From an optimization exercise on the open Yosys and OpenROAD flow, aimed at small area and a short achievable clock period; shortcuts taken in it are not production practice. Only simulation tests tie the RTL to the original design; equivalence was not proved. Power and IR drop assume default switching activity.

Setup of the baseline:
==> flow/design.v <==
module rf_bit_next (
    input  logic en,
    input  logic en_n,
    input  logic d,
    input  logic q,
    output logic nq
);
    assign nq = (en & d) | (en_n & q);
endmodule
module rf_o211a (
    input  logic lo_n, hi_n, lo, hi,
    output logic y
);
    assign y = (lo_n | hi_n) & lo & hi;
endmodule
module rf_nand4 (
    input  logic a, b, c, d,
    output logic y
);
    assign y = !(a & b & c & d);
endmodule
module rf_nand3 (
    input  logic a, b, c,
    output logic y
);
    assign y = !(a & b & c);
endmodule
module rf_read_grp8 (
    input  logic [7:0] sel,
    input  logic [7:0] d,
    output logic       y_n
);
    assign y_n = !(|(sel & d));
endmodule
module rf_read_bit (
    input  logic [31:0] sel,
    input  logic [31:0] d,
    output logic        y
);
    logic [3:0] u_n;
    for (genvar k = 0; k < 4; k++) begin : g_grp
        rf_read_grp8 u_g (.sel(sel[8*k +: 8]), .d(d[8*k +: 8]), .y_n(u_n[k]));
    end
    rf_nand4 u_y (.a(u_n[0]), .b(u_n[1]), .c(u_n[2]), .d(u_n[3]), .y(y));
endmodule
module rf_read_dec (
    input  logic [4:0]  a,
    input  logic [4:0]  wa,
    input  logic        rst_n,
    input  logic        wr,
    output logic [31:0] sel
);
    logic [7:0] lo, wlo_n;
    logic [3:0] hi, whi_n;
    logic [4:0] a_n, wa_n;
    assign a_n  = ~a;
    assign wa_n = ~wa;
    for (genvar j = 0; j < 8; j++) begin : g_wlo
        rf_nand3 u_wlo (
            .a(((j / 4) % 2) == 1 ? wa[2] : wa_n[2]),
            .b(((j / 2) % 2) == 1 ? wa[1] : wa_n[1]),
            .c((j % 2) == 1 ? wa[0] : wa_n[0]),
            .y(wlo_n[j])
        );
    end
    for (genvar k = 0; k < 4; k++) begin : g_whi
        rf_nand4 u_whi (
            .a(rst_n),
            .b(wr),
            .c((k / 2) == 1 ? wa[4] : wa_n[4]),
            .d((k % 2) == 1 ? wa[3] : wa_n[3]),
            .y(whi_n[k])
        );
    end
    always_comb begin
        for (int j = 0; j < 8; j++) lo[j] = (a[2:0] == 3'(j));
        for (int k = 0; k < 4; k++) hi[k] = (a[4:3] == 2'(k));
    end
    assign sel[0] = rst_n && wr && (wa == a) && (a != 5'd0);
    for (genvar i = 1; i < 32; i++) begin : g_sel
        rf_o211a u_sel (
            .lo_n(wlo_n[i % 8]),
            .hi_n(whi_n[i / 8]),
            .lo  (lo[i % 8]),
            .hi  (hi[i / 8]),
            .y   (sel[i])
        );
    end
endmodule
module reg_file #(
    parameter int DATA_W = 32,
    parameter int ADDR_W = 5
) (
    input  logic              clk,
    input  logic              rst_n,
    input  logic              RegWrite,
    input  logic [ADDR_W-1:0] WriteReg,
    input  logic [DATA_W-1:0] WriteData,
    input  logic [ADDR_W-1:0] ReadReg1,
    input  logic [ADDR_W-1:0] ReadReg2,
    output logic [DATA_W-1:0] ReadData1,
    output logic [DATA_W-1:0] ReadData2,
    input  logic [ADDR_W-1:0] DbgReg,
    output logic [DATA_W-1:0] DbgData
);
    localparam int DEPTH = 2 ** ADDR_W;
    logic [DEPTH-1:1][DATA_W-1:0] regs;
    logic [DEPTH-1:1][DATA_W-1:0] regs_nxt;
    logic [DEPTH-1:1]             wen;      
    logic [DEPTH-1:1]             wen_n;
    logic [DATA_W-1:0]            wdata;    
    always_comb begin
        for (int i = 1; i < DEPTH; i++) begin
            wen[i]   = !rst_n || (RegWrite && (WriteReg == ADDR_W'(i)));
            wen_n[i] = !wen[i];
        end
        wdata = rst_n ? WriteData : '0;
    end
    for (genvar i = 1; i < DEPTH; i++) begin : g_reg
        for (genvar b = 0; b < DATA_W; b++) begin : g_bit
            rf_bit_next u_nxt (
                .en  (wen[i]),
                .en_n(wen_n[i]),
                .d   (wdata[b]),
                .q   (regs[i][b]),
                .nq  (regs_nxt[i][b])
            );
        end
    end
    always_ff @(posedge clk) begin
        regs <= regs_nxt;
    end
    logic [2:0][ADDR_W-1:0] raddr;
    logic [2:0][DATA_W-1:0] rdata;
    assign raddr = {DbgReg, ReadReg2, ReadReg1};
    for (genvar p = 0; p < 3; p++) begin : g_port
        for (genvar h = 0; h < 2; h++) begin : g_half
            logic [DEPTH-1:0] rsel;
            rf_read_dec u_dec (
                .a    (raddr[p]),
                .wa   (WriteReg),
                .rst_n(rst_n),
                .wr   (RegWrite),
                .sel  (rsel)
            );
            for (genvar b = 16 * h; b < 16 * h + 16; b++) begin : g_bit
                logic [DEPTH-1:0] col;
                assign col[0] = WriteData[b];
                for (genvar i = 1; i < DEPTH; i++) begin : g_col
                    assign col[i] = regs[i][b];
                end
                rf_read_bit u_rd (
                    .sel(rsel),
                    .d  (col),
                    .y  (rdata[p][b])
                );
            end
        end
    end
    assign ReadData1 = rdata[0];
    assign ReadData2 = rdata[1];
    assign DbgData   = rdata[2];
endmodule
export LEC_CHECK = 0
export CAP_MARGIN = 20
export CORE_MARGIN = 2
export CORE_UTILIZATION = 40
export PLACE_DENSITY = 0.5
export SETUP_SLACK_MARGIN = 1.5
export SLEW_MARGIN = 20
export SYNTH_HIERARCHICAL = 1
create_clock -name core_clock -period 6.5 [get_ports {clk}]
standard.sh (not shown) runs the stock make flow with config.mk's settings and CLKGATE_MAP_FILE= SYNTH_SCRIPT=/design/flow/synth_recipe.tcl, a recipe that flattens the netlist after the stock synthesis.
==> flow/flow/run.sh <==
#!/bin/bash
# Own layout flow: the standard synthesis unchanged, then the standard ORFS layout with
# a few placement/optimisation options changed:
#  - cell-footprint matching off, so repair may swap e.g. a delay buffer for a plain buffer;
#  - port buffers are plain buffers (sky130_fd_sc_hd__buf_2) instead of the default pick;
#  - clock tree synthesis without dummy loads.
# Each step's output goes to a log file of its own here; ORFS's own per-step logs are
# under orfs/logs/.
set -uo pipefail
bash standard.sh synth > synth.log 2>&1 || exit 1
bash standard.sh \
    MATCH_CELL_FOOTPRINT=0 \
    "BUFFER_PORTS_ARGS=-buffer_cell sky130_fd_sc_hd__buf_2" \
    "CTS_ARGS=-sink_clustering_enable -repair_clock_nets -dont_use_dummy_load -sink_clustering_size 20 -sink_clustering_max_diameter 70" \
    finish > layout.log 2>&1 || exit 1
--- input diff the baseline..the candidate ---
--- a/flow/design.v
+++ b/flow/design.v
@@ -12,6 +12,18 @@
     output logic y
 );
     assign y = (lo_n | hi_n) & lo & hi;
+endmodule
+module rf_nor2 (
+    input  logic a, b,
+    output logic y
+);
+    assign y = !(a | b);
+endmodule
+module rf_nand2 (
+    input  logic a, b,
+    output logic y
+);
+    assign y = !(a & b);
 endmodule
 module rf_nand4 (
     input  logic a, b, c, d,
@@ -28,20 +40,23 @@
 module rf_read_grp8 (
     input  logic [7:0] sel,
     input  logic [7:0] d,
-    output logic       y_n
+    output logic       y
 );
-    assign y_n = !(|(sel & d));
+    assign y = |(sel & d);
 endmodule
 module rf_read_bit (
     input  logic [31:0] sel,
     input  logic [31:0] d,
     output logic        y
 );
-    logic [3:0] u_n;
+    logic [3:0] u;
+    logic [1:0] v;
     for (genvar k = 0; k < 4; k++) begin : g_grp
-        rf_read_grp8 u_g (.sel(sel[8*k +: 8]), .d(d[8*k +: 8]), .y_n(u_n[k]));
+        rf_read_grp8 u_g (.sel(sel[8*k +: 8]), .d(d[8*k +: 8]), .y(u[k]));
     end
-    rf_nand4 u_y (.a(u_n[0]), .b(u_n[1]), .c(u_n[2]), .d(u_n[3]), .y(y));
+    rf_nor2  u_v0 (.a(u[0]), .b(u[1]), .y(v[0]));
+    rf_nor2  u_v1 (.a(u[2]), .b(u[3]), .y(v[1]));
+    rf_nand2 u_y  (.a(v[0]), .b(v[1]), .y(y));
 endmodule
 module rf_read_dec (
     input  logic [4:0]  a,
[summary]
Comparing the two runs side by side, the candidate comes out ahead of the baseline on wire length. Relative to the baseline, the candidate improves relative slew slack. Switching component of the power, the candidate vs the baseline: up slightly. Comparing the candidate with the baseline, the worst hold slack came out essentially unchanged. The candidate vs. the baseline: die area decreased by 1200 um2 relative to the old numbers, post-route clock period utilization decreased by 0.58 points relative to the old numbers, number of non-clock inverters closely matched the old numbers.

[what the ideal ports hide]
The flow's constraints put no driver on any port. The routed layouts listed below were extracted and timed again, unchanged, in two steps. Step 1 sets driving cells, clkbuf_16 on the clock port and buf_2 on the other inputs (assumed; they add their load-dependent delay and slew). Step 2, shift: input delay + t, output delay - t, t = (earliest + latest rising clock arrival at the registers) / 2. This alone moves slack from input paths to output paths. Three values: ideal, step 1, step 2; two values: the first two.
run	t (ns)	slack for setup (ns)	clock arrival spread, ns
the baseline	0.765	1.342 / 1.302 / 1.302	0.102 / 0.102
the candidate	0.758	1.380 / 1.222 / 1.222	0.085 / 0.085
After both steps every run listed still meets setup and hold. For the candidate, which loses most, drivers alone change the setup slack by -0.158 ns; drivers and shift together by -0.158 ns.
